This design comes from an exercise in tuning for small area on the open sky130 flow, not from production work.
Where RTL was checked, it was by simulation tests only, not by an equivalence proof against the original.
For run 1, only the layout was checked, not whether the RTL still works.
Power is estimated from default activity; no workload was simulated. The clock port is modelled as an ideal driver; clocking choices that lean on that would not hold on a real chip.

===== design/flow/config.mk =====
export PLATFORM = sky130hd
export DESIGN_NAME = cpu_top
export DESIGN_NICKNAME = cpu_top
export VERILOG_FILES = /design/flow/design.v
export SDC_FILE = /design/flow/constraint.sdc
export NUM_CORES = 8
export LEC_CHECK = 0
export CAP_MARGIN = 20
export CORE_MARGIN = 2
export CORE_UTILIZATION = 50
export CTS_CLUSTER_DIAMETER = 100
export CTS_CLUSTER_SIZE = 25
export GPL_ROUTABILITY_DRIVEN = 1
export PLACE_DENSITY = 0.6
export SLEW_MARGIN = 20
export SYNTH_HIERARCHICAL = 1

===== design/flow/constraint.sdc =====
create_clock -name core_clock -period 12.0 [get_ports {clk_i}]
set_input_delay 2.4000 -clock core_clock [delete_from_list [all_inputs] [get_ports {clk_i}]]
set_output_delay 2.4000 -clock core_clock [all_outputs]
set_load 0.01 [all_outputs]

===== design/flow/design.v =====
`default_nettype none
package cpu_pkg;
    typedef logic [32-1:0]                word_t;
    typedef logic [32-1:0]                instr_t;
    typedef logic [5-1:0]              reg_addr_t;
    typedef logic [$clog2(32)-1:0]  mem_index_t;    
    typedef logic [7:0]                          byte_t;
    typedef logic [$clog2(32/8)-1:0]      lane_t;
    typedef enum logic [1:0] {
        LOAD_IDLE,       
        LOAD_FILL,       
        LOAD_RUN         
    } load_state_t;
    typedef enum logic [1:0] {ALU_ADD, ALU_SUB, ALU_AND, ALU_OR} alu_op_t;
    typedef enum logic [1:0] {FWD_REG, FWD_EX_MEM, FWD_MEM_WB} fwd_sel_t;
    typedef struct packed {
        alu_op_t alu_op;
        logic    alu_src_imm;    
        logic    reg_write;
        logic    mem_read;
        logic    mem_write;
        logic    mem_to_reg;     
    } ctrl_t;
    typedef struct packed {
        ctrl_t     ctrl;
        word_t     rs1_data;
        word_t     rs2_data;
        word_t     imm;
        reg_addr_t rs1;
        reg_addr_t rs2;
        reg_addr_t rd;
    } id_ex_t;
    typedef struct packed {
        ctrl_t     ctrl;
        word_t     alu_result;   
        word_t     store_data;
        reg_addr_t rd;
    } ex_mem_t;
    typedef struct packed {
        logic      reg_write;
        reg_addr_t rd;
        word_t     data;
    } wb_t;
endpackage
`default_nettype wire
`timescale 1ns/1ps
`default_nettype none
module log_lookup #(
    parameter int N = 31
) (
    input  logic [5:0]      key_i,
    input  logic [N-1:0]    vld_i,
    input  logic [6*N-1:0]  tag_i,       
    input  logic [32*N-1:0] val_i,       
    output logic [N-1:0]    hit_o,
    output logic [31:0]     val_o
);
    genvar p, b;
    generate
        for (p = 0; p < N; p++) begin : g_match
            tag_match u_match (
                .tag_i (tag_i[6*p +: 6]),
                .key_i (key_i),
                .vld_i (vld_i[p]),
                .hit_o (hit_o[p])
            );
        end
        for (b = 0; b < 32; b++) begin : g_sel
            logic [N-1:0] d;
            for (p = 0; p < N; p++) begin : g_d
                assign d[p] = val_i[32*p + b];
            end
            bit_select #(.N(N)) u_sel (
                .hit_i (hit_o),
                .d_i   (d),
                .y_o   (val_o[b])
            );
        end
    endgenerate
endmodule
module tag_match (
    input  logic [5:0] tag_i,
    input  logic [5:0] key_i,
    input  logic       vld_i,
    output logic       hit_o
);
    assign hit_o = vld_i && (tag_i == key_i);
endmodule
module aoi222 (
    input  logic a1, a2, b1, b2, c1, c2,
    output logic y
);
    assign y = ~((a1 & a2) | (b1 & b2) | (c1 & c2));
endmodule
module bit_select #(
    parameter int N = 31
) (
    input  logic [N-1:0] hit_i,
    input  logic [N-1:0] d_i,
    output logic         y_o
);
    localparam int G  = N / 3;               
    localparam int R  = N - 3 * G;           
    localparam int NG = G + R;               
    localparam int M  = (NG + 3) / 4;        
    logic [4*M-1:0] t_n;
    logic [M-1:0]   part;
    genvar k;
    generate
        for (k = 0; k < G; k++) begin : g_aoi
            aoi222 u_aoi (
                .a1 (hit_i[3*k]),   .a2 (d_i[3*k]),
                .b1 (hit_i[3*k+1]), .b2 (d_i[3*k+1]),
                .c1 (hit_i[3*k+2]), .c2 (d_i[3*k+2]),
                .y  (t_n[k])
            );
        end
        for (k = 0; k < R; k++) begin : g_rest
            assign t_n[G+k] = ~(hit_i[3*G+k] & d_i[3*G+k]);
        end
        if (4 * M > NG) begin : g_pad
            assign t_n[4*M-1:NG] = '1;
        end
        for (k = 0; k < M; k++) begin : g_nand
            assign part[k] = ~&t_n[4*k +: 4];
        end
    endgenerate
    assign y_o = |part;
endmodule
`default_nettype wire
`timescale 1ns/1ps
`default_nettype none
module alu (
    input  logic [31:0] a_i,         
    input  logic [31:0] b_i,         
    input  logic [11:0] imm_i,       
    input  logic        is_r_i,      
    input  logic        is_sub_i,
    input  logic        is_and_i,
    input  logic        is_or_i,
    input  logic        is_mem_i,    
    output logic [31:0] y_o
);
    logic [31:0] bop, sum;
    assign bop = is_r_i ? (is_sub_i ? ~b_i : b_i) : {{20{imm_i[11]}}, imm_i};
    bk_add32 u_add (
        .a_i   (a_i),
        .b_i   (bop),
        .cin_i (is_sub_i),
        .s_o   (sum)
    );
    always_comb begin
        if (is_mem_i)      y_o = b_i;
        else if (is_and_i) y_o = a_i & b_i;
        else if (is_or_i)  y_o = a_i | b_i;
        else               y_o = sum;
    end
endmodule
module bk_add32 (
    input  logic [31:0] a_i,
    input  logic [31:0] b_i,
    input  logic        cin_i,
    output logic [31:0] s_o
);
    localparam int L = 5;            
    logic [2*L-1:0][31:0] g;
    logic [2*L-1:0][31:0] p;
    logic [31:0] hs;                 
    assign hs   = a_i ^ b_i;
    assign g[0] = (a_i & b_i) | {31'd0, hs[0] & cin_i};
    assign p[0] = hs;
    genvar l, i;
    generate
        for (l = 0; l < L; l++) begin : g_up
            for (i = 0; i < 32; i++) begin : g_i
                if (((i + 1) % (2 << l)) == 0) begin : g_op
                    assign g[l+1][i] = g[l][i] | (p[l][i] & g[l][i - (1 << l)]);
                    assign p[l+1][i] = p[l][i] & p[l][i - (1 << l)];
                end else begin : g_pass
                    assign g[l+1][i] = g[l][i];
                    assign p[l+1][i] = p[l][i];
                end
            end
        end
        for (l = L - 2; l >= 0; l--) begin : g_dn
            for (i = 0; i < 32; i++) begin : g_i
                if (((i + 1) % (2 << l)) == (1 << l) && (i + 1) > (2 << l)) begin : g_op
                    assign g[2*L-1-l][i] = g[2*L-2-l][i] | (p[2*L-2-l][i] & g[2*L-2-l][i - (1 << l)]);
                    assign p[2*L-1-l][i] = p[2*L-2-l][i] & p[2*L-2-l][i - (1 << l)];
                end else begin : g_pass
                    assign g[2*L-1-l][i] = g[2*L-2-l][i];
                    assign p[2*L-1-l][i] = p[2*L-2-l][i];
                end
            end
        end
    endgenerate
    assign s_o = hs ^ {g[2*L-1][30:0], cin_i};
endmodule
`default_nettype wire
`timescale 1ns/1ps
`default_nettype none
module cpu_top (
    input  logic       clk_i,
    input  logic       reset,
    input  logic [7:0] instr_i,
    input  logic       data_or_reg_i,    
    input  logic [4:0] address_i,
    input  logic [1:0] vout_addr_i,
    output logic [7:0] value_o
);
    localparam int N = 31;                     
    localparam logic [1:0] ST_IDLE = 2'd0,     
                           ST_FILL = 2'd1,     
                           ST_RUN  = 2'd2,     
                           ST_DONE = 2'd3;     
    logic [1:0]  st_q;
    logic [1:0]  ph_q;           
    logic [23:0] w_q;            
    logic [5:0]  key_q;          
    logic        tv_q;           
    logic        fill, mode, clear;
    logic [7:0]  fbyte;
    assign fill  = (st_q == ST_FILL) && (instr_i != 8'hFF);
    assign fbyte = fill ? instr_i : 8'h00;     
    assign mode  = (st_q == ST_DONE);
    assign clear = (st_q == ST_IDLE);
    always_ff @(posedge clk_i or posedge reset) begin
        if (reset) begin
            st_q <= ST_IDLE;
            ph_q <= 2'd0;
        end else begin
            ph_q <= (st_q == ST_IDLE) ? 2'd0 : ph_q + 2'd1;
            case (st_q)
                ST_IDLE: if (instr_i == 8'hFE) st_q <= ST_FILL;
                ST_FILL: if (instr_i == 8'hFF) st_q <= ST_RUN;
                ST_RUN:  if (ph_q == 2'd0) st_q <= ST_DONE;
                default: ;
            endcase
        end
    end
    always_ff @(posedge clk_i) begin
        w_q <= {fbyte, w_q[23:8]};
    end
    logic [31:0]     val_q [N];
    logic [5:0]      tag_q [N];
    logic [N-1:0]    vld_q;
    logic [N-1:0]    hit, kill;
    logic [5:0]      key, new_tag;
    logic [31:0]     look, new_val, a;
    logic            wr, w2;
    logic [6*N-1:0]  tag_flat;
    logic [32*N-1:0] val_flat;
    always_ff @(posedge clk_i) begin
        val_q[0] <= w2 ? look : val_q[N-1];
        val_q[1] <= wr ? new_val : val_q[0];
        tag_q[0] <= tag_q[N-1];
        tag_q[1] <= wr ? new_tag : tag_q[0];
        for (int p = 2; p < N; p++) begin
            val_q[p] <= val_q[p-1];
            tag_q[p] <= tag_q[p-1];
        end
        vld_q <= {vld_q[N-2:1] & ~kill[N-2:1],
                  wr | (vld_q[0] & ~kill[0]),
                  !w2 && vld_q[N-1] && !kill[N-1]};
    end
    always_comb begin
        for (int p = 0; p < N; p++) begin
            tag_flat[6*p +: 6]   = tag_q[p];
            val_flat[32*p +: 32] = val_q[p];
        end
    end
    log_lookup #(.N(N)) u_lookup (
        .key_i (key),
        .vld_i (vld_q),
        .tag_i (tag_flat),
        .val_i (val_flat),
        .hit_o (hit),
        .val_o (look)
    );
    assign kill = ({hit[N-1:2], 1'b0, hit[0]} & {N{tv_q}}) | {N{clear}};
    logic [31:0] word;           
    logic [6:0]  opc;
    logic [2:0]  f3;
    logic [4:0]  rd;
    logic        is_addi, is_r, is_lw, is_sw, is_sub, is_and, is_or;
    logic [6:0]  asum;
    logic [4:0]  daddr;
    assign word = {fbyte, w_q};
    assign opc  = word[6:0];
    assign f3   = word[14:12];
    assign rd   = word[11:7];
    assign is_addi = (opc == 7'b0010011) && (f3 == 3'b000);
    assign is_r    = (opc == 7'b0110011) && (f3 == 3'b000 || f3 == 3'b111 || f3 == 3'b110);
    assign is_lw   = (opc == 7'b0000011);
    assign is_sw   = (opc == 7'b0100011);
    assign is_sub  = is_r && (f3 == 3'b000) && word[30];
    assign is_and  = is_r && (f3 == 3'b111);
    assign is_or   = is_r && (f3 == 3'b110);
    assign w2 = (ph_q == 2'd2) && (w_q[14:8] != 7'd0);     
    assign wr = (ph_q == 2'd3) && (((is_addi || is_r || is_lw) && rd != 5'd0) || is_sw);
    assign a     = val_q[0];     
    assign asum  = a[6:0] + (is_sw ? {word[26:25], word[11:7]} : word[26:20]);
    assign daddr = asum[6:2];
    alu u_alu (
        .a_i      (a),
        .b_i      (look),
        .imm_i    (word[31:20]),
        .is_r_i   (is_r),
        .is_sub_i (is_sub),
        .is_and_i (is_and),
        .is_or_i  (is_or),
        .is_mem_i (is_lw || is_sw),
        .y_o      (new_val)
    );
    assign new_tag = is_sw ? {1'b0, daddr} : {1'b1, rd};
    always_comb begin
        if (mode)               key = {data_or_reg_i, address_i};
        else if (ph_q == 2'd2)  key = {1'b1, fbyte[3:0], w_q[23]};             
        else if (ph_q == 2'd3)  key = is_lw ? {1'b0, daddr}                     
                                            : {1'b1, fbyte[0], w_q[23:20]};     
        else                    key = key_q;                                    
    end
    always_ff @(posedge clk_i) begin
        key_q <= new_tag;
        tv_q  <= wr;
    end
    assign value_o = mode ? look[{vout_addr_i, 3'b000} +: 8] : 8'h00;
endmodule
`default_nettype wire

===== design/flow/run.sh =====
#!/bin/bash
# synth_recipe.tcl (not shown) runs the flow's synth.tcl, then flattens the netlist and writes it again
# the make line also repeats each setting of config.mk as NAME=value (left out here)
make -C /OpenROAD-flow-scripts/flow DESIGN_CONFIG=/design/flow/config.mk WORK_HOME=/design/flow/orfs CLKGATE_MAP_FILE= SYNTH_SCRIPT=/design/flow/synth_recipe.tcl finish

==> summary.md, run 1 <==
| Metric | Value |
|---|---|
| Outcome | timing/DRC/antenna clean |
| Clk sink count | 1244 |
| Pin count of the biggest net entering global routing | 67 |
| Simple-Gate Fraction of Synth Area | 0.06341 |
| Clk slew on worst S/H paths | 90 ps |
| RSZ-0062 raised after global routing | no |
| Main synth FF type | dfxtp_1 |
| CP Launch Point | instr_i[7] |
| Vias per cell | 6.197 |
| Core Region | between 70000 and 80000 um2 |
| Post-Place Cells | ~3.8k |
| #FFs+latches synth | 1244 |
| Initial antenna violation count | 0 |
| Fraction of registers with async set/reset | 0.003215 |
| Post-synth top area share | 0.6760 |
| Die Ht | 275 um |
| Final WL | 103800 um |
| Power per Cell Area | 191.9 nW/um2 |
| Mux share of post-synthesis cell area | 0.01649 |
| Worst slew pin tran | approximately 800 ps |
| Netlist cell types | 76 |
| Clk Latency, worst-skew pair | 670 ps |
| Critical path's largest stage delay | 520 ps |
| Synthesis-to-finish area growth | 10.01% |
| Post-route DRC | 0 |
| Final setup fails | 0 |
| Post-route ant nets | 0 |
| DP HPWL | 61770 um |
| Fill cell count | 6032 |
| FF-to-FF Start | w_q[3] |
| Layout cell share with drive strength beyond 1 | 0.08179 |
| Clock Tree Buf Depth | 3 |
| Clock root cell | clkbuf_16 |
| Initial DRT Pass Iterations | 8 |
| Wire length per cell | 27.15 um |
| Max transition margin | 0.4681 |
| Post-Synthesis Cell Area | 36720 um2 |
| Mean Syn Cell Area | between 10 and 15 um2 |
| WP data arrival | 8750 ps |
| Maximum vdd drop | 0.2219 mV |
| CTS H-Tree Depth | 2 |
| Leak Pwr | ~15 nW |
| Critical path launch point type | primary input |
| Number of CTS-inserted buffers | 56 |
| Critical-path top delay cell | a2111o_1 |
| Initial Util | 0.5042 |
| Fin cells | about 3.8k |
| TritonCTS clock tree | built |
| Top-count cell post-synth | dfxtp_1 |
| Seq/Total Area, Yosys | 0.6788 |
| Highest clock rate | 89.67 MHz |
| Residual overflow from global routing | 0 |
| Die ar. | 75630 um2 |
| Ys Warns | 10 |
| FF-to-FF setup slack | 2340 ps |
| Placer Congestion | 0.8772 |
| GRT Overall Usage | 0.2713 |
| MaxCap Viol Count | 0 |
| Cells after synthesis | approximately 2.8k |
| Critical Path End Type | output pin |
| Setup ws final | ~850 ps |
| Row cnt | 99 |
| Vias in the first global route | 23.83k |
| Fin Hold WS | ~330 ps |
| Crit path to | value_o[4] |
| Final Hold Vio Count | 0 |
| Reg-to-reg endpoint | val_q[1][15] |
| NumNets Final | 2931 |
| Cell Chain, Critical Path | clkdlybuf4s50_1, and4_1, a41oi_1, and2_2, ha_1, nand2_1, nor2_1, a211oi_1, o31ai_2, xor2_1, o41ai_4, buf_12, xnor2_1, nand4_1, nor4_4, buf_4, buf_4, a222oi_1, nand4_1, a2111o_1, mux4_2, and2_1, clkdlybuf4s50_1 |
| CP max FO | 31 |
| Synth Area in XOR/XNOR | 0.05677 |
| IO Count | 26 |
| Final Cycle Share | 0.9293 |
| First-pass GRT wire length | between 150000 and 200000 um |
| Port bufs | 25 |
| Tmin final | around 11000 ps |
| Crit Path Category | primary input to output pin |
| Top post-synthesis cells by area | dfxtp_1 68%, a222oi_1 8.7%, xnor2_1 3.2% |
| Post-synth EDFFs | 0 |
| Final setup skew | 33.49 ps |
| Synth area leader | dfxtp_1 |
| HP Class | flip-flop to flip-flop |
| Main combinational cell family by area after synthesis | compound AO/OA/AOI/OAI gates |
| Commonest cells post-synth | 1240 x dfxtp_1, 320 x a222oi_1, 204 x nand2_1 |
| Compound-Gate Fraction of Synth Area | 0.1433 |
| Via Count | 23.68k |
| Die W | roughly 280 um |
| Hold buffers post-CTS | 0 |
| Starting DRT DRC Count | 3397 |
| Synth Area in Adders | 0.02290 |
| WP data required | roughly 9600 ps |
| Post-CTS sizing | 0 |
| Post-place setup slack | 907.5 ps |
| Max Slew Vio Count | 0 |
| Setup Buffers After CTS | 0 |
| Post-Syn Nets | 2840 |
| Setup_tns | 0 ps |
| Worst R2R Path Depth | 35 |
[Yosys stat by module, one instance, submodules excluded, excerpt]
module     flops+latches  cell area (um2)
cpu_top             1244            27480
alu                    0             1579
bk_add32               0             1364
tag_match              0            71.32
aoi222                 0            10.01
[cells by family after synthesis]
logic type                 count (synthesis)
AOI/OAI and AO/OA                        600
and+or+nand+nor                          424
muxes                                     46
xor gates and xnor gates                 238
adders and majority gates                 57
buffers and inverters                    156
DFF                                     1244
[cell type report]
cell class / instances / area [um2] / area share
sequential: 1244 / 24920 / 0.6170
multi-input combinational: 1365 / 11510 / 0.2850
clock buffer: 58 / 1409 / 0.03487
tap: 959 / 1200 / 0.02970
timing repair buffer: 89 / 855.8 / 0.02118
inverter: 100 / 375.4 / 0.009292
clock inverter: 5 / 115.1 / 0.002849
antenna: 2 / 5.005 / 0.0001239
[worst min path at each step]
stage,from,end,cells after the start
CTS,val_q[5][29],val_q[6][29],0
detailed placement,w_q[16],w_q[8],0
finish,val_q[5][29],val_q[6][29],0
floorplan,w_q[18],w_q[10],0
global placement,w_q[16],w_q[8],0
global route,val_q[5][29],val_q[6][29],0
[state kept, by name, summed over array words and instances (netlist names)]
| name | cells |
|---|---|
| st_q | 2 |
| val_q | 992 |
| ph_q | 2 |
| key_q | 6 |
| tag_q | 186 |
| vld_q | 31 |
| w_q | 24 |
| tv_q | 1 |
[stage by stage]
stage                     power (mW)    util  cell area [um2]
after floorplan                5.274       -            36730
after global placement         5.688  0.5336            38860
after detailed placement       5.708  0.5337            38870
after CTS                      7.788  0.5546            40390
after global routing           8.055  0.5546            40390
final                          7.751  0.5546            40400
[power breakdown]
part / internal (mW) / total, mW / switching (mW) / leakage (nW)
clock: 0.889 / 2.13 / 1.24 / 0.744
sequential: 4.22 / 4.28 / 0.0604 / 10.1
combinational: 0.502 / 1.34 / 0.834 / 4.36
total: 5.61 / 7.75 / 2.14 / 15.2
[metal layers]
metal / GRT usage / wire (um) / vias to the layer above
met2: 0.4383 / 47790 / 964
met3: 0.03605 / 7112 / 196
met5: 0 / 0 / -
met4: 0.08521 / 3241 / 0
met1: 0.3789 / 45640 / 11920
li1: - / - / 10600
[critical path, delay by kind of cell]
kind,cells,cell delay (ps)
xor gates and xnor gates,2,330
and+or+nand+nor,8,1280
muxes,1,490
buffers and inverters,5,1800
adders and majority gates,1,300
AOI/OAI and AO/OA,6,2080
[layout by cell type, fill, tap and decap left out, types with 4 or more instances in the layout]
| cell | Yosys | routed |
|---|---|---|
| fa_1 | 17 | 17 |
| o221a_1 | 30 | 30 |
| dfxtp_1 | 1240 | 1240 |
| a2111o_1 | 32 | 32 |
| nor2_1 | 23 | 22 |
| a21oi_1 | 86 | 84 |
| mux4_2 | 8 | 8 |
| ha_1 | 40 | 40 |
| clkbuf_16 | 0 | 56 |
| mux2_2 | 36 | 36 |
| xnor2_1 | 133 | 133 |
| nand2_1 | 204 | 204 |
| buf_12 | 0 | 10 |
| dfrtp_1 | 4 | 4 |
| buf_4 | 0 | 54 |
| a21o_1 | 6 | 6 |
| nor4_4 | 1 | 32 |
| a211oi_1 | 34 | 34 |
| nor3_2 | 1 | 4 |
| clkdlybuf4s50_1 | 0 | 25 |
| nand4_1 | 100 | 100 |
| o21a_1 | 6 | 6 |
| xor2_1 | 105 | 105 |
| inv_1 | 100 | 99 |
| a221oi_1 | 6 | 5 |
| o21ai_0 | 46 | 45 |
| a222oi_1 | 320 | 320 |
| nand3_1 | 10 | 10 |
| and2_1 | 16 | 16 |
==> inputs of run 2 (changes only) <==
--- a/design/flow/design.v
+++ b/design/flow/design.v
@@ -141,60 +141,84 @@
     input  logic        is_mem_i,    
     output logic [31:0] y_o
 );
-    logic [31:0] bop, sum;
-    assign bop = is_r_i ? (is_sub_i ? ~b_i : b_i) : {{20{imm_i[11]}}, imm_i};
-    bk_add32 u_add (
-        .a_i   (a_i),
-        .b_i   (bop),
+    logic [31:0] imm, hs, g, c;
+    logic        sel_sum, sel_g, sel_hs;
+    assign imm     = {{20{imm_i[11]}}, imm_i} & {32{!is_r_i}};
+    assign sel_sum = !is_and_i && !is_or_i && !is_mem_i;
+    assign sel_g   = is_and_i || is_or_i;
+    assign sel_hs  = is_or_i;
+    genvar i;
+    generate
+        for (i = 0; i < 32; i++) begin : g_bit
+            alu_bit u_bit (
+                .a_i       (a_i[i]),
+                .b_i       (b_i[i]),
+                .imm_i     (imm[i]),
+                .c_i       (c[i]),
+                .use_b_i   (is_r_i),
+                .inv_b_i   (is_sub_i),
+                .sel_sum_i (sel_sum),
+                .sel_g_i   (sel_g),
+                .sel_hs_i  (sel_hs),
+                .sel_b_i   (is_mem_i),
+                .hs_o      (hs[i]),
+                .g_o       (g[i]),
+                .y_o       (y_o[i])
+            );
+        end
+    endgenerate
+    cla_carry32 u_carry (
+        .g_i   (g),
+        .p_i   (hs),
         .cin_i (is_sub_i),
-        .s_o   (sum)
+        .c_o   (c)
     );
-    always_comb begin
-        if (is_mem_i)      y_o = b_i;
-        else if (is_and_i) y_o = a_i & b_i;
-        else if (is_or_i)  y_o = a_i | b_i;
-        else               y_o = sum;
-    end
 endmodule
-module bk_add32 (
-    input  logic [31:0] a_i,
-    input  logic [31:0] b_i,
+module alu_bit (
+    input  logic a_i,
+    input  logic b_i,
+    input  logic imm_i,          
+    input  logic c_i,            
+    input  logic use_b_i,
+    input  logic inv_b_i,
+    input  logic sel_sum_i,
+    input  logic sel_g_i,
+    input  logic sel_hs_i,
+    input  logic sel_b_i,
+    output logic hs_o,
+    output logic g_o,
+    output logic y_o
+);
+    logic bop;
+    assign bop  = (use_b_i & (b_i ^ inv_b_i)) | imm_i;
+    assign hs_o = a_i ^ bop;
+    assign g_o  = a_i & bop;
+    assign y_o  = (sel_sum_i & (hs_o ^ c_i)) | (sel_g_i & g_o) | (sel_hs_i & hs_o) | (sel_b_i & b_i);
+endmodule
+module cla_carry32 (
+    input  logic [31:0] g_i,
+    input  logic [31:0] p_i,
     input  logic        cin_i,
-    output logic [31:0] s_o
+    output logic [31:0] c_o
 );
-    localparam int L = 5;            
-    logic [2*L-1:0][31:0] g;
-    logic [2*L-1:0][31:0] p;
-    logic [31:0] hs;                 
-    assign hs   = a_i ^ b_i;
-    assign g[0] = (a_i & b_i) | {31'd0, hs[0] & cin_i};
-    assign p[0] = hs;
-    genvar l, i;
+    logic [8:0] bc;                  
+    logic [7:0] bg, bp;
+    assign bc[0] = cin_i;
+    genvar k, j;
     generate
-        for (l = 0; l < L; l++) begin : g_up
-            for (i = 0; i < 32; i++) begin : g_i
-                if (((i + 1) % (2 << l)) == 0) begin : g_op
-                    assign g[l+1][i] = g[l][i] | (p[l][i] & g[l][i - (1 << l)]);
-                    assign p[l+1][i] = p[l][i] & p[l][i - (1 << l)];
-                end else begin : g_pass
-                    assign g[l+1][i] = g[l][i];
-                    assign p[l+1][i] = p[l][i];
-                end
-            end
-        end
-        for (l = L - 2; l >= 0; l--) begin : g_dn
-            for (i = 0; i < 32; i++) begin : g_i
-                if (((i + 1) % (2 << l)) == (1 << l) && (i + 1) > (2 << l)) begin : g_op
-                    assign g[2*L-1-l][i] = g[2*L-2-l][i] | (p[2*L-2-l][i] & g[2*L-2-l][i - (1 << l)]);
-                    assign p[2*L-1-l][i] = p[2*L-2-l][i] & p[2*L-2-l][i - (1 << l)];
-                end else begin : g_pass
-                    assign g[2*L-1-l][i] = g[2*L-2-l][i];
-                    assign p[2*L-1-l][i] = p[2*L-2-l][i];
-                end
+        for (k = 0; k < 8; k++) begin : g_blk
+            assign bp[k] = &p_i[4*k +: 4];
+            assign bg[k] = g_i[4*k+3]
+                         | (p_i[4*k+3] & g_i[4*k+2])
+                         | (p_i[4*k+3] & p_i[4*k+2] & g_i[4*k+1])
+                         | (p_i[4*k+3] & p_i[4*k+2] & p_i[4*k+1] & g_i[4*k]);
+            assign bc[k+1] = bg[k] | (bp[k] & bc[k]);
+            assign c_o[4*k] = bc[k];
+            for (j = 1; j < 4; j++) begin : g_in
+                assign c_o[4*k+j] = g_i[4*k+j-1] | (p_i[4*k+j-1] & c_o[4*k+j-1]);
             end
         end
     endgenerate
-    assign s_o = hs ^ {g[2*L-1][30:0], cin_i};
 endmodule
 `default_nettype wire
 `timescale 1ns/1ps
@@ -215,7 +239,8 @@
                            ST_DONE = 2'd3;     
     logic [1:0]  st_q;
     logic [1:0]  ph_q;           
-    logic [23:0] w_q;            
+    logic [31:0] w_q;            
+    logic        pk_q;           
     logic [5:0]  key_q;          
     logic        tv_q;           
     logic        fill, mode, clear;
@@ -233,13 +258,13 @@
             case (st_q)
                 ST_IDLE: if (instr_i == 8'hFE) st_q <= ST_FILL;
                 ST_FILL: if (instr_i == 8'hFF) st_q <= ST_RUN;
-                ST_RUN:  if (ph_q == 2'd0) st_q <= ST_DONE;
+                ST_RUN:  if (ph_q == 2'd1) st_q <= ST_DONE;
                 default: ;
             endcase
         end
     end
     always_ff @(posedge clk_i) begin
-        w_q <= {fbyte, w_q[23:8]};
+        w_q <= {fbyte, w_q[31:8]};
     end
     logic [31:0]     val_q [N];
     logic [5:0]      tag_q [N];
@@ -247,11 +272,11 @@
     logic [N-1:0]    hit, kill;
     logic [5:0]      key, new_tag;
     logic [31:0]     look, new_val, a;
-    logic            wr, w2;
+    logic            wr, w3;
     logic [6*N-1:0]  tag_flat;
     logic [32*N-1:0] val_flat;
     always_ff @(posedge clk_i) begin
-        val_q[0] <= w2 ? look : val_q[N-1];
+        val_q[0] <= w3 ? look : val_q[N-1];
         val_q[1] <= wr ? new_val : val_q[0];
         tag_q[0] <= tag_q[N-1];
         tag_q[1] <= wr ? new_tag : tag_q[0];
@@ -261,7 +286,7 @@
         end
         vld_q <= {vld_q[N-2:1] & ~kill[N-2:1],
                   wr | (vld_q[0] & ~kill[0]),
-                  !w2 && vld_q[N-1] && !kill[N-1]};
+                  !w3 && vld_q[N-1] && !kill[N-1]};
     end
     always_comb begin
         for (int p = 0; p < N; p++) begin
@@ -285,7 +310,7 @@
     logic        is_addi, is_r, is_lw, is_sw, is_sub, is_and, is_or;
     logic [6:0]  asum;
     logic [4:0]  daddr;
-    assign word = {fbyte, w_q};
+    assign word = w_q;
     assign opc  = word[6:0];
     assign f3   = word[14:12];
     assign rd   = word[11:7];
@@ -296,8 +321,9 @@
     assign is_sub  = is_r && (f3 == 3'b000) && word[30];
     assign is_and  = is_r && (f3 == 3'b111);
     assign is_or   = is_r && (f3 == 3'b110);
-    assign w2 = (ph_q == 2'd2) && (w_q[14:8] != 7'd0);     
-    assign wr = (ph_q == 2'd3) && (((is_addi || is_r || is_lw) && rd != 5'd0) || is_sw);
+    assign w3 = (ph_q == 2'd3) && (w_q[14:8] != 7'd0);     
+    assign wr = (ph_q == 2'd0) && pk_q && !clear &&
+                (((is_addi || is_r || is_lw) && rd != 5'd0) || is_sw);
     assign a     = val_q[0];     
     assign asum  = a[6:0] + (is_sw ? {word[26:25], word[11:7]} : word[26:20]);
     assign daddr = asum[6:2];
@@ -315,14 +341,15 @@
     assign new_tag = is_sw ? {1'b0, daddr} : {1'b1, rd};
     always_comb begin
         if (mode)               key = {data_or_reg_i, address_i};
-        else if (ph_q == 2'd2)  key = {1'b1, fbyte[3:0], w_q[23]};             
-        else if (ph_q == 2'd3)  key = is_lw ? {1'b0, daddr}                     
-                                            : {1'b1, fbyte[0], w_q[23:20]};     
+        else if (ph_q == 2'd3)  key = {1'b1, w_q[27:23]};                       
+        else if (ph_q == 2'd0)  key = is_lw ? {1'b0, daddr}                     
+                                            : {1'b1, w_q[24:20]};               
         else                    key = key_q;                                    
     end
     always_ff @(posedge clk_i) begin
         key_q <= new_tag;
         tv_q  <= wr;
+        pk_q  <= w3;
     end
     assign value_o = mode ? look[{vout_addr_i, 3'b000} +: 8] : 8'h00;
 endmodule
==> run 2 against run 1 <==
Sequential power increased by 4%. Final cell count increased by 0.84%. Setup slack improved by 780 ps. Global-route usage decreased by 0.10 points. Core utilization decreased by 0.074 points. Hold slack improved by 4.3 ps. First-iteration DRC count increased by 7.7%. Combinational power increased by 11%. Cell area decreased by 0.30%. Synthesized area decreased by 0.19%. Critical endpoint is now value_o[5].
==> summary.md, run 2 <==
| Metric | Value |
|---|---|
| Die ar. | about 75000 um2 |
| Starting DRT DRC Count | 3660 |
| Clock root cell | clkbuf_16 |
| Leak Pwr | 15.90 nW |
| WP data required | 9600 ps |
| Util after Layout | 0.5539 |
| Critical path launch point type | flip-flop |
| Max transition margin | 0.3179 |
| Post-synth top area share | 0.6822 |
| Highest clock rate | around 96 MHz |
| Top-count cell post-synth | dfxtp_1 |
| DP HPWL | ~60000 um |
| Commonest cells post-synth | 1249 x dfxtp_1, 320 x a222oi_1, 287 x nand2_1 |
| CP max FO | 33 |
| Clk Latency, worst-skew pair | 650 ps |
| Cells after synthesis | 2777 |
| Clk slew on worst S/H paths | 100 ps |
| Tmin final | 10370 ps |
| Overall power | 8.049 mW |
| Final setup skew | 19.31 ps |
| NumNets Final | 2955 |
| Setup_tns | 0 ps |
| Layout cell share with drive strength beyond 1 | 0.07533 |
| Port bufs | 25 |
| CTS H-Tree Depth | 2 |
| Clk sink count | 1253 |
| First-pass GRT wire length | roughly 150000 um |
| Final setup fails | 0 |
| Post-synth EDFFs | 0 |
| Wire length per cell | 26.74 um |
| Placer Congestion | 0.8761 |
| Power per Cell Area | between 150 and 200 nW/um2 |
| Vias per cell | 6.205 |
| Commonest cells after routing, fill and taps aside | 1249 x dfxtp_1, 320 x a222oi_1, 287 x nand2_1, 128 x xor2_1, 100 x nand4_1 |
| MaxCap Viol Count | 0 |
| Initial antenna violation count | 2 |
| Synthesis-to-finish area growth | 9.886% |
| Ys Warns | 9 |
| Number of CTS-inserted buffers | 56 |
| Via Count | 23.91k |
| Main synth FF type | dfxtp_1 |
| Netlist cell types | 77 |
| Initial Util | 0.5041 |
| Post-Syn Nets | 2841 |
| GRT Overall Usage | 0.2702 |
| Initial DRT Pass Iterations | 10 |
| Critical Path End Type | output pin |
| Commonest non-fill, non-tap cell in the layout | dfxtp_1 |
| Outcome | timing/DRC/antenna clean |
| Synth area leader | dfxtp_1 |
| HP Class | flip-flop to flip-flop |
| Vias in the first global route | 23.61k |
| Max reg flops | 992 |
| Mean Syn Cell Area | 13.20 um2 |
| Die W | 274.7 um |
| Pin count of the biggest net entering global routing | 57 |
| Post-Synthesis Cell Area | 36650 um2 |
| Setup Buffers After CTS | 0 |
| TritonCTS clock tree | built |
| Seq/Total Area, Yosys | 0.6849 |
| Largest regs | val_q x992, tag_q x186, w_q x32 |
| Core Region | 72710 um2 |
| Final WL | 103100 um |
| Post-route DRC | 0 |
| Crit Path Category | flip-flop to output pin |
| Maximum vdd drop | 0.1259 mV |
| Clock Tree Buf Depth | 3 |
| Top post-synthesis cells by area | dfxtp_1 68%, a222oi_1 8.7%, xor2_1 3.1% |
| Post-Place Cells | 3792 |
| Post-route ant nets | 0 |
| Fin Hold WS | about 340 ps |
| #FFs+latches synth | 1253 |
| Post-CTS sizing | 0 |
| WP data arrival | 7970 ps |
| IO Count | 26 |
| Fin cells | 3854 |
| Residual overflow from global routing | 0 |
| Worst slew pin tran | 1022 ps |
| Max Slew Vio Count | 0 |
| Final Hold Vio Count | 0 |
| Row cnt | 99 |
| Largest Register | val_q |
| Die Ht | 274.7 um |
| Fraction of registers with async set/reset | 0.003192 |
| Final Cycle Share | 0.8645 |
| Hold buffers post-CTS | 0 |
| RSZ-0062 raised after global routing | no |
[run 2: per-layer routing]
| metal | wire length, um | global-route usage | share of wire | up-vias |
|---|---|---|---|---|
| met5 | 0 | 0 | 0 | - |
| met4 | 3224 | 0.08524 | 0.031 | 0 |
| met3 | 8629 | 0.04835 | 0.084 | 184 |
| met2 | 45550 | 0.4179 | 0.44 | 1066 |
| met1 | 45670 | 0.3856 | 0.44 | 11910 |
| li1 | - | - | - | 10750 |
[run 2: per-stage QoR]
| stage | worst slack, ps | cell area (um2) |
|---|---|---|
| 6_report | 1627 | 40270 |
| 5_1_grt | 1324 | 40270 |
| 4_1_cts | 1681 | 40270 |
| 3_5_place_dp | 1898 | 38810 |
| 3_3_place_gp | 1893 | 38810 |
| 2_1_floorplan | 1116 | 36650 |
[run 2: critical path, stage by stage (launching register included)]
cell	delay [ps]
dfxtp_1	430
or3b_4	450
nor2_8	190
inv_1	230
nand2_1	120
nand2_1	60
ha_1	400
a41oi_1	250
o21ai_0	160
a21oi_1	210
and3_1	200
o21ai_0	150
a221oi_4	580
buf_4	530
xnor2_1	140
nand4_1	160
nor4_4	50
buf_4	350
a222oi_1	750
nand4_1	180
a2111o_1	450
mux4_2	540
and2_1	190
clkdlybuf4s50_1	480
[run 2: cell families after synthesis]
logic type | synth area share
DFF | 0.6849
AOI/OAI and AO/OA | 0.1485
and+or+nand+nor | 0.08080
xor gates and xnor gates | 0.05305
buffers and inverters | 0.009695
adders and majority gates | 0.01570
muxes | 0.007271
[run 2: worst paths after layout]
path	from	to	slack, ps	cells after the start
max	w_q[5]	value_o[5]	1630	23
min	w_q[16]	w_q[8]	340	0
max reg2reg	w_q[5]	val_q[1][31]	2900	35
min reg2reg	w_q[16]	w_q[8]	340	0
max in group asynchronous	reset	ph_q[0]	9770	2
min in group asynchronous	reset	st_q[0]	2070	2
[run 2: Yosys stat by module (local to each module, per instance), a selection]
module	cells	times used
alu	15	1
alu_bit	8	32
aoi222	1	320
cla_carry32	84	1
cpu_top	1726	1
tag_match	8	31
[run 2: area by class of cell]
class / instances / area, um2
Inverter: 54 / 202.7
Multi-Input combinational cell: 1441 / 11580
Sequential cell: 1253 / 25100
Timing Repair Buffer: 85 / 725.7
Clock inverter: 3 / 27.53
Clock buffer: 58 / 1430
Antenna cell: 1 / 2.502
Tap cell: 959 / 1200
Fill cell: 5943 / 32440
[run 2: report_power, final]
part / internal, mW / switching, mW / total [mW] / leakage, nW
Clock: 0.854 / 1.23 / 2.08 / 0.720
Combinational: 0.538 / 0.957 / 1.49 / 5.03
Sequential: 4.35 / 0.126 / 4.47 / 10.2
Total: 5.74 / 2.31 / 8.05 / 15.9
==> inputs of run 3 (changes only) <==
--- a/design/flow/design.v
+++ b/design/flow/design.v
@@ -277,7 +277,7 @@
     logic [32*N-1:0] val_flat;
     always_ff @(posedge clk_i) begin
         val_q[0] <= w3 ? look : val_q[N-1];
-        val_q[1] <= wr ? new_val : val_q[0];
+        val_q[1] <= new_val;
         tag_q[0] <= tag_q[N-1];
         tag_q[1] <= wr ? new_tag : tag_q[0];
         for (int p = 2; p < N; p++) begin
@@ -330,12 +330,12 @@
     alu u_alu (
         .a_i      (a),
         .b_i      (look),
-        .imm_i    (word[31:20]),
-        .is_r_i   (is_r),
-        .is_sub_i (is_sub),
-        .is_and_i (is_and),
-        .is_or_i  (is_or),
-        .is_mem_i (is_lw || is_sw),
+        .imm_i    (word[31:20] & {12{wr}}),
+        .is_r_i   (is_r && wr),
+        .is_sub_i (is_sub && wr),
+        .is_and_i (is_and && wr),
+        .is_or_i  (is_or && wr),
+        .is_mem_i ((is_lw || is_sw) && wr),
         .y_o      (new_val)
     );
     assign new_tag = is_sw ? {1'b0, daddr} : {1'b1, rd};
==> design/flow/flow/run.sh (new file) <==
#!/bin/bash
# The standard layout, with two changes: the port buffers are the
# smallest buffer, and clock tree synthesis inserts no dummy loads.
# make's full output goes to flow_standard.log; ORFS keeps each
# step's log under orfs/logs/.
set -euo pipefail
bash standard.sh \
    "BUFFER_PORTS_ARGS=-buffer_cell sky130_fd_sc_hd__buf_1" \
    "CTS_ARGS=-sink_clustering_enable -repair_clock_nets -dont_use_dummy_load -sink_clustering_size 25 -sink_clustering_max_diameter 100" \
    finish > flow_standard.log 2>&1
==> design/flow/standard.sh (new file) <==
#!/bin/bash
# synth_recipe.tcl (not shown) runs the flow's synth.tcl, then flattens the netlist and writes it again
# the make line also repeats each setting of config.mk as NAME=value (left out here)
make -C /OpenROAD-flow-scripts/flow DESIGN_CONFIG=/design/flow/config.mk WORK_HOME=/design/flow/orfs CLKGATE_MAP_FILE= SYNTH_SCRIPT=/design/flow/synth_recipe.tcl "${@:-finish}"
removed: design/flow/run.sh
==> run 3 against run 2 <==
Hold slack worse by 28 ps. Maximum frequency up 2.5%. Synthesized cell count down 3.5%. Clock power about the same. Via count down 3.3%. Die area down 1.0%. Flip-flop and latch count unchanged. First-iteration DRC count down 10%. Combinational power down 15%. Count of clock-buffer cells in the layout down 2. Sequential share of layout area up 1.1 points. Total power down 4.8%.
==> summary.md, run 3 <==
| Metric | Value |
|---|---|
| WP data required | around 9600 ps |
| Synth area leader | dfxtp_1 |
| Final Hold Vio Count | 0 |
| Largest regs | val_q x992, tag_q x186, w_q x32 |
| Critical Path End Type | output pin |
| Synthesis-to-finish area growth | 9.026% |
| Die Ht | roughly 270 um |
| Port bufs | 25 |
| Post-route ant nets | 0 |
| Min-Delay Startpoint | val_q[22][18] |
| Max reg flops | 992 |
| Highest clock rate | 98.80 MHz |
| Max Slew Vio Count | 0 |
| Final setup skew | between 40 and 50 ps |
| Post-synth top area share | 0.6892 |
| WP data arrival | 7720 ps |
| WHS Endpoint | val_q[23][18] |
| Main synth FF type | dfxtp_1 |
| Row cnt | 98 |
| Clk slew on worst S/H paths | ~90 ps |
| Core Region | 71610 um2 |
| Number of CTS-inserted buffers | 56 |
| Power per Cell Area | 193.7 nW/um2 |
| Critical-path top delay cell | a221oi_4 |
| Wire length per cell | 26.42 um |
| Critical path's largest stage delay | 890 ps |
| Psw | 2.129 mW |
| Crit Path Category | flip-flop to output pin |
| Placer Congestion | 0.8373 |
| CTS H-Tree Depth | 2 |
| Initial antenna violation count | 0 |
| HP Class | flip-flop to flip-flop |
| Vias in the first global route | between 20k and 25k |
| Post-Layout Inst Area | 39550 um2 |
| Layout cell share with drive strength beyond 1 | 0.07079 |
| GRT Overall Usage | 0.2609 |
| MaxCap Viol Count | 0 |
| Max transition margin | 0.2038 |
| Ys Warns | 9 |
| Via Count | 23.12k |
| Setup_tns | 0 ps |
| Pin count of the biggest net entering global routing | 65 |
| Fraction of registers with async set/reset | 0.003192 |
| Clock Tree Buf Depth | 3 |
| Tmin final | about 10000 ps |
| Worst R2R Path Depth | 31 |
| Netlist cell types | 80 |
| Cells after synthesis | 2680 |
| Switching Share | 0.2779 |
| Setup Buffers After CTS | 0 |
| Final WL | 98640 um |
| Reg-to-reg endpoint | val_q[1][30] |
| TritonCTS clock tree | built |
| Dpl cell area | approximately 38000 um2 |
| Util after Layout | 0.5523 |
| CP max FO | 33 |
| Largest Register | val_q |
| Hold Path Cell Cnt | 0 |
| Commonest cells after routing, fill and taps aside | 1249 x dfxtp_1, 320 x a222oi_1, 213 x nand2_1, 130 x xor2_1, 100 x nand4_1 |
| Clk Latency, worst-skew pair | 670 ps |
| Residual overflow from global routing | 0 |
| Critical path launch point type | flip-flop |
| Mean Syn Cell Area | 13.54 um2 |
| Post-Syn Nets | 2744 |
| Vias per cell | 6.193 |
| Leak Pwr | 15.66 nW |
| Worst slew pin tran | 1192 ps |
| IO Count | 26 |
| Internal | roughly 5.5 mW |
| #FFs+latches synth | 1253 |
| Top post-synthesis cells by area | dfxtp_1 69%, a222oi_1 8.8%, xor2_1 3.1% |
| Hold buffers post-CTS | 0 |
| FF-to-FF Start | w_q[4] |
| Starting DRT DRC Count | 3292 |
| Antenna cells | 0 |
| Clk sink count | between 1k and 1.5k |
| Maximum vdd drop | 0.1665 mV |
| Sequential share of power | 0.566 |
| Commonest non-fill, non-tap cell in the layout | dfxtp_1 |
| Die ar. | 74730 um2 |
| Cell Chain, Critical Path | or3b_1, nor2_2, o21ai_0, ha_1, a21oi_1, nand2_1, a2111o_1, nand3_1, nand3_1, a221oi_4, buf_4, xnor2_1, nand4_1, nor4_4, buf_4, a222oi_1, nand4_1, a2111o_1, mux4_2, and2_1, buf_1 |
| Post-Synthesis Cell Area | 36280 um2 |
| Post-synth EDFFs | 0 |
| Initial DRT Pass Iterations | 7 |
| FF-to-FF setup slack | 2950 ps |
| Post-CTS sizing | 0 |
| RSZ-0062 raised after global routing | no |
| Final Cycle Share | 0.8434 |
| NumNets Final | 2849 |
| First-pass GRT wire length | 148000 um |
| Final setup fails | 0 |
| Clock root cell | clkbuf_16 |
| Comb power frac | 0.166 |
| Initial Util | 0.5066 |
| Commonest cells post-synth | 1249 x dfxtp_1, 320 x a222oi_1, 213 x nand2_1 |
| Seq/Total Area, Yosys | 0.6920 |
| Fill cell count | 6015 |
| Top-count cell post-synth | dfxtp_1 |
| Clock share of power | 0.268 |
| Post-route DRC | 0 |
| Outcome | timing/DRC/antenna clean |
| DP HPWL | between 50000 and 60000 um |
| Die W | ~270 um |
-- run 3: cell count changes after synthesis, moves of 3 or more --
| cell | change |
|---|---|
| buf_4 | -3 |
| nor3_1 | -3 |
| a211oi_1 | -29 |
| inv_1 | -30 |
| nand2_1 | -74 |
| buf_2 | -3 |
| o21ai_0 | -4 |
| and4_1 | +3 |
| and2_1 | +12 |
| and3_1 | +30 |
-- run 3: worst max path at each step --
stage	startpoint	end	slack, ps	depth (start not counted)
2_1_floorplan	address_i[3]	value_o[0]	1110	11
3_3_place_gp	address_i[2]	value_o[5]	2600	15
3_5_place_dp	address_i[2]	value_o[5]	2610	15
4_1_cts	w_q[4]	value_o[5]	1910	21
5_1_grt	w_q[4]	value_o[5]	1470	21
6_report	w_q[4]	value_o[5]	1880	21
-- run 3: per-stage QoR --
step | power, mW | hold WS (ps) | std cells | setup slack, ps
floorplan | 5.277 | 309.6 | 2680 | 1107
global placement | 5.688 | 310.9 | 3677 | 2599
detailed placement | 5.709 | 313.8 | 3677 | 2612
CTS | 7.710 | 309.4 | 3733 | 1910
global route | 7.966 | 302.9 | 3733 | 1466
finish | 7.661 | 307.3 | 3733 | 1879
-- run 3: logic make-up after synthesis --
| family | Yosys count | synth area share |
|---|---|---|
| adders and majority gates | 46 | 0.01587 |
| DFF | 1253 | 0.6920 |
| AOI/OAI and AO/OA | 581 | 0.1444 |
| xor gates and xnor gates | 224 | 0.05408 |
| muxes | 15 | 0.007174 |
| buffers and inverters | 48 | 0.005829 |
| and+or+nand+nor | 513 | 0.08064 |
-- run 3: Yosys stat by module (local to each module, per instance), a selection --
module       area (um2)  times used  flops+latches  cells inside
alu               137.6           1              0            15
alu_bit           58.81          32              0             8
aoi222            10.01         320              0             1
cla_carry32       621.8           1              0            84
cpu_top           27340           1           1253          1629
tag_match         71.32          31              0             8
-- run 3: area by class of cell --
cell class,count,area (um2),area share
inverters,24,92.59,0.002341
flip-flops and latches,1253,25100,0.6347
multi-input cells,1379,11330,0.2864
clock buffers,56,1401,0.03543
repair buffers,71,439.2,0.01110
well taps,950,1189,0.03005
-- run 3: power by group through the flow --
stage | clock network (mW) | registers, mW | logic (mW)
after floorplan | 0 | 4.40 | 0.877
after global placement | 0 | 4.42 | 1.26
after detailed placement | 0 | 4.43 | 1.28
after CTS | 2.09 | 4.33 | 1.28
after global routing | 2.24 | 4.35 | 1.38
final | 2.05 | 4.34 | 1.27
-- run 3: per-layer routing --
layer,GRT usage,vias up,part of all wire
met5,0,-,0
met4,0.07305,0,0.025
met3,0.03509,160,0.067
met2,0.4231,826,0.46
met1,0.3663,11690,0.45
li1,-,10440,-
-- run 3: critical path: cells and delay by family, from the launching register on --
kind,cells,cell delay (ps)
AOI/OAI and AO/OA,6,2900
xor gates and xnor gates,1,130
adders and majority gates,1,380
buffers and inverters,3,940
DFF,1,400
muxes,1,500
and+or+nand+nor,9,1770
==> inputs of run 4 (changes only) <==
==> design/flow/flow/run.sh (replaced) <==
#!/bin/bash
# The standard layout (the standard.sh) with three changes:
#  - the port buffers are the smallest buffer,
#  - clock tree synthesis inserts no dummy loads and clusters up
#    to 30 flip-flops within 80 um under each leaf buffer,
#  - after global routing, cells on paths with slack to spare are
#    sized down (ORFS's RECOVER_POWER).
# make's full output goes to flow_standard.log; ORFS keeps each
# step's own log under orfs/logs/.
set -euo pipefail
bash standard.sh \
    "BUFFER_PORTS_ARGS=-buffer_cell sky130_fd_sc_hd__buf_1" \
    "CTS_ARGS=-sink_clustering_enable -repair_clock_nets -dont_use_dummy_load -sink_clustering_size 30 -sink_clustering_max_diameter 80" \
    "RECOVER_POWER=100" \
    finish > flow_standard.log 2>&1
==> design/flow/config.mk (replaced) <==
export PLATFORM = sky130hd
export DESIGN_NAME = cpu_top
export DESIGN_NICKNAME = cpu_top
export VERILOG_FILES = /design/flow/design.v
export SDC_FILE = /design/flow/constraint.sdc
export NUM_CORES = 8
export LEC_CHECK = 0
export CAP_MARGIN = 20
export CORE_MARGIN = 2
export CORE_UTILIZATION = 70
export GPL_ROUTABILITY_DRIVEN = 1
export PLACE_DENSITY = 0.8
export SLEW_MARGIN = 20
export SYNTH_HIERARCHICAL = 1
==> run 4 against run 3 <==
The layout now fails its checks (max-capacitance violations, max-slew violations). Hold slack improved by 13 ps. Cell area down 2.0%. Total power decreased by 3.0%. Final cell count decreased by 7.5%. Clock power is 8% lower. Register-to-register slack lost 1300 ps. Count of clock-buffer cells in the layout decreased by 9. Synthesized cell count is the same. Flip-flop and latch count did not move. Die area fell by 28%. Sequential share of layout area grew 1.3 points.
==> summary.md, run 4 <==
| Metric | Value |
|---|---|
| Outcome | complete, but fails checks |
| Violated checks | max-capacitance violations, max-slew violations |
| Synth area leader | dfxtp_1 |
| Vias in the first global route | ~24k |
| Final WL | 96610 um |
| Tmin final | 10630 ps |
| Fin Hold WS | about 320 ps |
| Post-synth top area share | 0.6892 |
| CP Launch Point | w_q[5] |
| First-pass GRT wire length | 143900 um |
| Antenna cells | 0 |
| Clk slew on worst S/H paths | 110 ps |
| Highest clock rate | roughly 94 MHz |
| Commonest cells after routing, fill and taps aside | 1248 x dfxtp_1, 320 x a222oi_1, 214 x nand2_1, 130 x xor2_1, 100 x nand4_1 |
| Max transition margin | -0.8483 |
| Top-count cell post-synth | dfxtp_1 |
| Power per Cell Area | 191.7 nW/um2 |
| Setup_tns | 0 ps |
| Final Hold Vio Count | 0 |
| Critical path's largest stage delay | 750 ps |
| Post-Syn Nets | 2744 |
| Max reg flops | ~990 |
| Layout cell share with drive strength beyond 1 | 0.05984 |
| FF-to-FF Start | w_q[5] |
| TritonCTS clock tree | built |
| Vias per cell | 6.953 |
| Worst slew pin tran | 2772 ps |
| Wl on met1 | 37970 um |
| Final Cycle Share | 0.8858 |
| Ys Warns | 9 |
| Commonest cells post-synth | 1249 x dfxtp_1, 320 x a222oi_1, 213 x nand2_1 |
| Port bufs | 25 |
| Clk sink count | 1253 |
| GRT Overall Usage | 0.3547 |
| Placer Congestion | 0.8968 |
| Clk Latency, worst-skew pair | 650 ps |
| Synthesis-to-finish area growth | 6.795% |
| DP HPWL | 54280 um |
| Largest regs | val_q x992, tag_q x186, w_q x32 |
| Fraction of registers with async set/reset | 0.003192 |
| HP Class | flip-flop to flip-flop |
| #FFs+latches synth | 1253 |
| WP data arrival | 8230 ps |
| Die W | 231.7 um |
| Die ar. | around 54000 um2 |
| Post-route ant nets | 0 |
| Main synth FF type | dfxtp_1 |
| Crit Path Category | flip-flop to output pin |
| Residual overflow from global routing | 0 |
| Multi-input gate area | 11080 um2 |
| Post-synth EDFFs | 0 |
| Row cnt | 83 |
| FF+latch area | around 25000 um2 |
| Hold buffers post-CTS | 0 |
| Top sig layer | met4 |
| CP most frequent cell | nand2_1 |
| Initial DRT Pass Iterations | 10 |
| Metal2 WL | 44130 um |
| Netlist cell types | 80 |
| Critical-path top delay cell | clkinvlp_2 |
| Post-Synthesis Cell Area | 36280 um2 |
| Via Count | 24.02k |
| Die Ht | 231.7 um |
| Crit path to | value_o[5] |
| Post-route DRC | 0 |
| Wire length per cell | 27.97 um |
| Final setup skew | 51.27 ps |
| Critical path launch point type | flip-flop |
| Leak Pwr | between 15 and 20 nW |
| Reg-to-reg endpoint | val_q[1][27] |
| Cells after synthesis | 2680 |
| IO Count | 26 |
| CTS H-Tree Depth | 2 |
| Final setup fails | 0 |
| Clock root cell | clkbuf_16 |
| Cell Chain, Critical Path | or3b_1, nor2_1, clkinvlp_2, nand2_1, nand2_1, ha_1, a21oi_1, nand2_1, a2111o_1, nand3_1, nand3_1, a221oi_4, buf_4, xnor2_1, nand4_1, nor4_4, buf_4, a222oi_1, nand4_1, a2111o_1, mux4_2, and2_0, buf_1 |
| Seq/Total Area, Yosys | 0.6920 |
| CP max FO | 33 |
| Pin count of the biggest net entering global routing | 65 |
| Mean Syn Cell Area | 13.54 um2 |
| FF-to-FF setup slack | between 1500 and 2000 ps |
| Starting DRT DRC Count | ~3.9k |
| Setup Buffers After CTS | 0 |
| Worst R2R Path Depth | 33 |
| Largest Register | val_q |
| NumNets Final | 2840 |
| Maximum vdd drop | 0.2150 mV |
| Clock Tree Buf Depth | 3 |
| Critical Path End Type | output pin |
| Max Slew Vio Count | 35 |
| Core Region | approximately 51000 um2 |
| Fill cell count | 3261 |
| WP data required | about 9600 ps |
| MaxCap Viol Count | 1 |
| Initial antenna violation count | 0 |
| Met3 wire len | 10340 um |
| RSZ-0062 raised after global routing | no |
| Commonest non-fill, non-tap cell in the layout | dfxtp_1 |
| Initial Util | 0.7071 |
| Top post-synthesis cells by area | dfxtp_1 69%, a222oi_1 8.8%, xor2_1 3.1% |
| Number of CTS-inserted buffers | 47 |
| Post-CTS sizing | 0 |
-- run 4: cell counts after synthesis --
No cell type changed its count.
-- run 4: final cells by class --
class,instances,share of cell area
Tap cell,680,0.02196
Sequential cell,1253,0.6480
Timing Repair Buffer,71,0.01130
Multi-Input combinational cell,1379,0.2860
Clock buffer,47,0.03036
Inverter,24,0.002358
-- run 4: report_power, final --
| group | internal (mW) | leakage [nW] | switching [mW] |
|---|---|---|---|
| combinational | 0.427 | 4.75 | 0.777 |
| clock | 0.709 | 0.579 | 1.18 |
| sequential | 4.26 | 10.2 | 0.0752 |
-- run 4: worst min-delay path by stage --
stage                  startpoint             to  slack, ps  depth (start not counted)
finish              val_q[19][11]  val_q[20][11]        320                          0
global route          val_q[6][9]    val_q[7][9]        320                          0
CTS                  val_q[22][9]   val_q[23][9]        320                          0
detailed placement        w_q[16]         w_q[8]        320                          0
global placement          w_q[17]         w_q[9]        310                          0
floorplan                 w_q[18]        w_q[10]        310                          0
-- run 4: kinds of logic (layout without fill, tap and decap cells) --
logic type / after synthesis / in the layout / synth area share
AOI/OAI and AO/OA: 581 / 581 / 0.1444
xor gates and xnor gates: 224 / 224 / 0.05408
adders and majority gates: 46 / 46 / 0.01587
buffers and inverters: 48 / 142 / 0.005829
DFF: 1253 / 1253 / 0.6920
muxes: 15 / 15 / 0.007174
and+or+nand+nor: 513 / 513 / 0.08064
-- run 4: Yosys stat by module (local to each module, per instance), a selection --
module       area (um2)  times used  flops+latches  cells
cpu_top           27340           1           1253   1629
tag_match         71.32          31              0      8
aoi222            10.01         320              0      1
cla_carry32       621.8           1              0     84
alu               137.6           1              0     15
alu_bit           58.81          32              0      8
-- run 4: through the flow --
stage	util	std cells	instance area (um2)	power, mW	setup slack, ps
4_1_cts	0.7598	3453	38980	7.483	2084
2_1_floorplan	-	2680	36280	5.277	1107
3_3_place_gp	0.7368	3406	37800	5.649	2856
5_1_grt	0.7552	3454	38740	7.663	942.1
6_report	0.7552	3454	38740	7.429	1371
3_5_place_dp	0.7368	3406	37800	5.685	2848
-- run 4: worst max-delay path, delay by kind of cell (launching register included) --
family | cells | cell delay (ps)
xor gates and xnor gates | 1 | 140
buffers and inverters | 4 | 1770
muxes | 1 | 480
and+or+nand+nor | 11 | 2370
adders and majority gates | 1 | 210
DFF | 1 | 470
AOI/OAI and AO/OA | 5 | 2120
-- run 4: metal layers --
layer | up-vias | GRT usage
met5 | - | 0
met4 | 0 | 0.1567
met3 | 316 | 0.06816
met2 | 1479 | 0.5668
met1 | 11810 | 0.4728
li1 | 10410 | -
==> inputs of run 5 (changes only) <==
--- a/design/flow/design.v
+++ b/design/flow/design.v
@@ -84,7 +84,15 @@
     input  logic       vld_i,
     output logic       hit_o
 );
-    assign hit_o = vld_i && (tag_i == key_i);
+    logic miss;
+    assign miss = !(vld_i && (tag_i == key_i));
+    hit_drv u_drv (.a_i (miss), .y_o (hit_o));
+endmodule
+module hit_drv (
+    input  logic a_i,
+    output logic y_o
+);
+    assign y_o = !a_i;
 endmodule
 module aoi222 (
     input  logic a1, a2, b1, b2, c1, c2,
==> design/flow/flow/run.sh (replaced) <==
#!/bin/bash
# The standard layout (the standard.sh) with two changes:
#  - the port buffers are the smallest buffer,
#  - clock tree synthesis inserts no dummy loads and clusters up
#    to 30 flip-flops within 80 um under each leaf buffer.
# make's full output goes to flow_standard.log; ORFS keeps each
# step's own log under orfs/logs/.
set -euo pipefail
bash standard.sh \
    "BUFFER_PORTS_ARGS=-buffer_cell sky130_fd_sc_hd__buf_1" \
    "CTS_ARGS=-sink_clustering_enable -repair_clock_nets -dont_use_dummy_load -sink_clustering_size 30 -sink_clustering_max_diameter 80" \
    finish > flow_standard.log 2>&1
==> run 5 against run 4 <==
Now clean on timing, DRC and antenna. Synthesized area shrank 0.11%. Global-route usage grew 0.084 points. Register-to-register slack gained 1100 ps. Non-clock buffer count grew 1. Largest cell class unchanged. Largest power group unchanged.
==> summary.md, run 5 <==
| Metric | Value |
|---|---|
| Outcome | timing/DRC/antenna clean |
| Clock root cell | clkbuf_16 |
| Critical Path Stages | 23 |
| DP HPWL | 56590 um |
| Mean Syn Cell Area | 13.37 um2 |
| Commonest non-fill, non-tap cell in the layout | dfxtp_1 |
| Row cnt | 83 |
| Maximum vdd drop | 0.1481 mV |
| Hold Path Cell Cnt | 0 |
| Synth area leader | dfxtp_1 |
| Wl on met1 | 37410 um |
| Comb power frac | 0.150 |
| First-pass GRT wire length | 143900 um |
| Clock Tree Buf Depth | 3 |
| Tmin final | 10420 ps |
| Setup Buffers After CTS | 0 |
| Min-Delay Startpoint | val_q[23][19] |
| Die W | 231.5 um |
| Worst R2R Path Depth | 33 |
| Placer Congestion | 0.9050 |
| FF-to-FF Start | w_q[5] |
| WP data arrival | 8020 ps |
| CTS H-Tree Depth | 2 |
| Wire length per cell | between 20 and 30 um |
| MaxCap Viol Count | 0 |
| CP max FO | 17 |
| Number of CTS-inserted buffers | 48 |
| Largest Register | val_q |
| Post-route ant nets | 0 |
| Clk Latency, worst-skew pair | 650 ps |
| Cells after synthesis | 2711 |
| Antenna cells | 0 |
| Switching Share | 0.2616 |
| Clk sink count | 1253 |
| Post-synth top area share | 0.6900 |
| Sequential share of power | 0.592 |
| Top-count cell post-synth | dfxtp_1 |
| Final setup fails | 0 |
| Max Slew Vio Count | 0 |
| NumNets Final | 2873 |
| Synthesis-to-finish area growth | 6.867% |
| Layout cell share with drive strength beyond 1 | 0.05771 |
| Power per Cell Area | 189.2 nW/um2 |
| Post-CTS sizing | 0 |
| TritonCTS clock tree | built |
| Leak Pwr | 15.72 nW |
| Initial DRT Pass Iterations | 10 |
| Crit Path Category | flip-flop to output pin |
| WP data required | about 9600 ps |
| Netlist cell types | 79 |
| HP Class | flip-flop to flip-flop |
| Vias in the first global route | 23.94k |
| Max reg flops | 992 |
| Final Cycle Share | 0.8682 |
| Setup ws final | 1581 ps |
| Vias per cell | 6.875 |
| Post-Syn Nets | approximately 2.8k |
| Die ar. | 53610 um2 |
| Setup_tns | 0 ps |
| Buffers and inverters on the worst path | 5 |
| Fill cell count | about 3.3k |
| Met3 wire len | 10420 um |
| Post-Synthesis Cell Area | between 30000 and 40000 um2 |
| Critical path's largest stage delay | 740 ps |
| Final Hold Vio Count | 0 |
| Commonest cells after routing, fill and taps aside | 1248 x dfxtp_1, 320 x a222oi_1, 213 x nand2_1, 130 x xor2_1, 100 x nand4_1 |
| Post-route DRC | 0 |
| Post-synth EDFFs | 0 |
| Largest regs | val_q x992, tag_q x186, w_q x32 |
| Critical-path top delay cell | clkinv_1 |
| Via Count | about 24k |
| Cell Chain, Critical Path | or3b_1, nor2_2, inv_4, nand2_1, nand2_1, ha_1, and4_1, o21ai_0, o211ai_1, xor2_1, nand2_1, a21oi_4, buf_4, xor2_1, or4_1, clkinv_1, buf_4, a222oi_1, nand4_1, a2111o_1, mux4_2, and2_1, buf_1 |
| Psw | 1.917 mW |
| GRT Overall Usage | 0.3555 |
| Worst slew pin tran | ~1100 ps |
| Top sig layer | met4 |
| Residual overflow from global routing | 0 |
| Clk slew on worst S/H paths | 110 ps |
| Clock share of power | 0.258 |
| Initial Util | 0.7078 |
| Ys Warns | 9 |
| CP most frequent cell | nand2_1 |
| #FFs+latches synth | roughly 1.3k |
| Cell family with most CP delay | buffers and inverters |
| Top post-synthesis cells by area | dfxtp_1 69%, a222oi_1 8.8%, xor2_1 3.1% |
| Starting DRT DRC Count | approximately 4.2k |
| Fraction of registers with async set/reset | 0.003192 |
| Commonest cells post-synth | 1249 x dfxtp_1, 320 x a222oi_1, 213 x nand2_1 |
| Post-place setup slack | about 2200 ps |
| Metal2 WL | approximately 45000 um |
| Highest clock rate | 95.98 MHz |
| CP Launch Point | w_q[5] |
| Die Ht | 231.5 um |
| Port bufs | 25 |
| IO Count | 26 |
| Max transition margin | 0.2723 |
| Final setup skew | 73.57 ps |
| Seq/Total Area, Yosys | 0.6927 |
| Hold buffers post-CTS | 0 |
| Internal | between 5 and 6 mW |
| Core Region | 51200 um2 |
| FF-to-FF setup slack | 2700 ps |
| Initial antenna violation count | 0 |
| Critical Path End Type | output pin |
| Critical path launch point type | flip-flop |
| Main synth FF type | dfxtp_1 |
| Final WL | between 90000 and 100000 um |
| RSZ-0062 raised after global routing | no |
| Pin count of the biggest net entering global routing | 65 |
run 5: cell count changes in the layout (fill, tap and decap cells not counted), moves of 2 or more:
cell / delta
buf_4: +3
inv_1: +15
o21ai_0: -23
nor4_1: -10
clkinv_1: +15
and2_1: +15
and2_0: -16
a221oi_1: -2
clkbuf_1: -2
or4_1: +31
o21ai_1: +22
nor4_4: -21
a21boi_0: -2
run 5: worst register-to-register path: cells and delay by family, from the launching register on:
family                   cells  cell delay [ps]
AO/OA/AOI/OAI               13             3600
AND/OR/NAND/NOR             11             2110
buffers and inverters        4             1830
adder cells (fa/ha/maj)      2              760
XOR/XNOR                     3              550
flip-flops                   1              430
run 5: cell type report:
type,instances,area (um2),share of cell area
repair buffers,72,466.7,0.01205
inverters,55,209.0,0.005395
well taps,680,850.8,0.02197
multi-input cells,1379,10890,0.2813
clock buffers,48,1201,0.03102
flip-flops and latches,1253,25110,0.6483
run 5: kinds of logic (layout without fill, tap and decap cells):
| kind of cell | after synthesis | count (layout) | share of synthesized area |
|---|---|---|---|
| AND/OR/NAND/NOR | 513 | 513 | 0.07644 |
| buffers and inverters | 79 | 175 | 0.009046 |
| multiplexers | 15 | 15 | 0.007181 |
| XOR/XNOR | 224 | 224 | 0.05414 |
| adder cells (fa/ha/maj) | 46 | 46 | 0.01588 |
| AO/OA/AOI/OAI | 581 | 581 | 0.1446 |
| flip-flops | 1253 | 1253 | 0.6927 |
run 5: stage by stage:
stage	hold slack, ps	instances	power, mW	util	cell area, um2
floorplan	309.6	2711	5.209	-	36240
CTS	295.5	3486	7.337	0.7559	38700
global placement	309.5	3438	5.487	0.7324	37500
detailed placement	312.8	3438	5.524	0.7324	37500
global route	292.4	3487	7.574	0.7564	38730
finish	295.0	3487	7.326	0.7564	38730
run 5: layer usage:
metal,GRT usage,up-vias
li1,-,10490
met1,0.4712,11860
met2,0.5725,1373
met3,0.07000,254
met4,0.1520,0
met5,0,-
run 5: power by group through the flow:
stage / clock [mW] / combinational [mW] / sequential [mW]
2_1_floorplan: 0 / 0.809 / 4.40
3_3_place_gp: 0 / 1.06 / 4.42
3_5_place_dp: 0 / 1.09 / 4.43
4_1_cts: 1.90 / 1.10 / 4.34
5_1_grt: 2.03 / 1.19 / 4.35
6_report: 1.89 / 1.10 / 4.34
run 5: worst paths after layout:
check                                      to
worst max-delay path               value_o[2]
worst min-delay path            val_q[24][19]
worst max register to register   val_q[1][20]
worst min register to register  val_q[24][19]
max in group asynchronous             ph_q[0]
min in group asynchronous             st_q[0]
run 5: Yosys stat by module (local to each module, per instance), excerpt:
module	area, um2	copies in the design
cpu_top	27340	1
cla_carry32	621.8	1
alu	137.6	1
tag_match	66.31	31
alu_bit	58.81	32
aoi222	10.01	320
hit_drv	3.754	31

-- separate check: timing with driven ports --
How much do the figures lean on ideal ports? The routed layouts below were timed once more, with nothing changed but the port constraints.
Step 1 assumes that a clkbuf_16 drives the clock port and a buf_2 every other input.
Step 2 times the ports against the registers' clock, not the clock port: input delays grow and output delays shrink by t, the midpoint of the rising clock arrivals with the driver on.
a / b / c = ideal / step 1 / step 2; a / b = the first two.
run	t, ns	slack for setup (ns)	worst hold slack (ns)	clock arrival spread, ns	worst data-port slew with drivers (ns)
run 1	0.714	0.848 / 0.824 / 0.824	0.331 / 0.331 / 0.331	0.040 / 0.040	0.06
run 2	0.706	1.627 / 1.565 / 1.826	0.336 / 0.336 / 0.336	0.020 / 0.019	0.05
run 3	0.710	1.879 / 1.815 / 2.508	0.307 / 0.307 / 0.307	0.048 / 0.048	0.04
run 4	0.693	1.371 / 1.307 / 1.609	0.320 / 0.320 / 0.320	0.051 / 0.052	0.04
run 5	0.678	1.581 / 1.519 / 2.188	0.295 / 0.295 / 0.295	0.073 / 0.074	0.06
The setup slack of run 1, which loses most, moves by -0.024 ns with the drivers and by -0.024 ns with both steps.
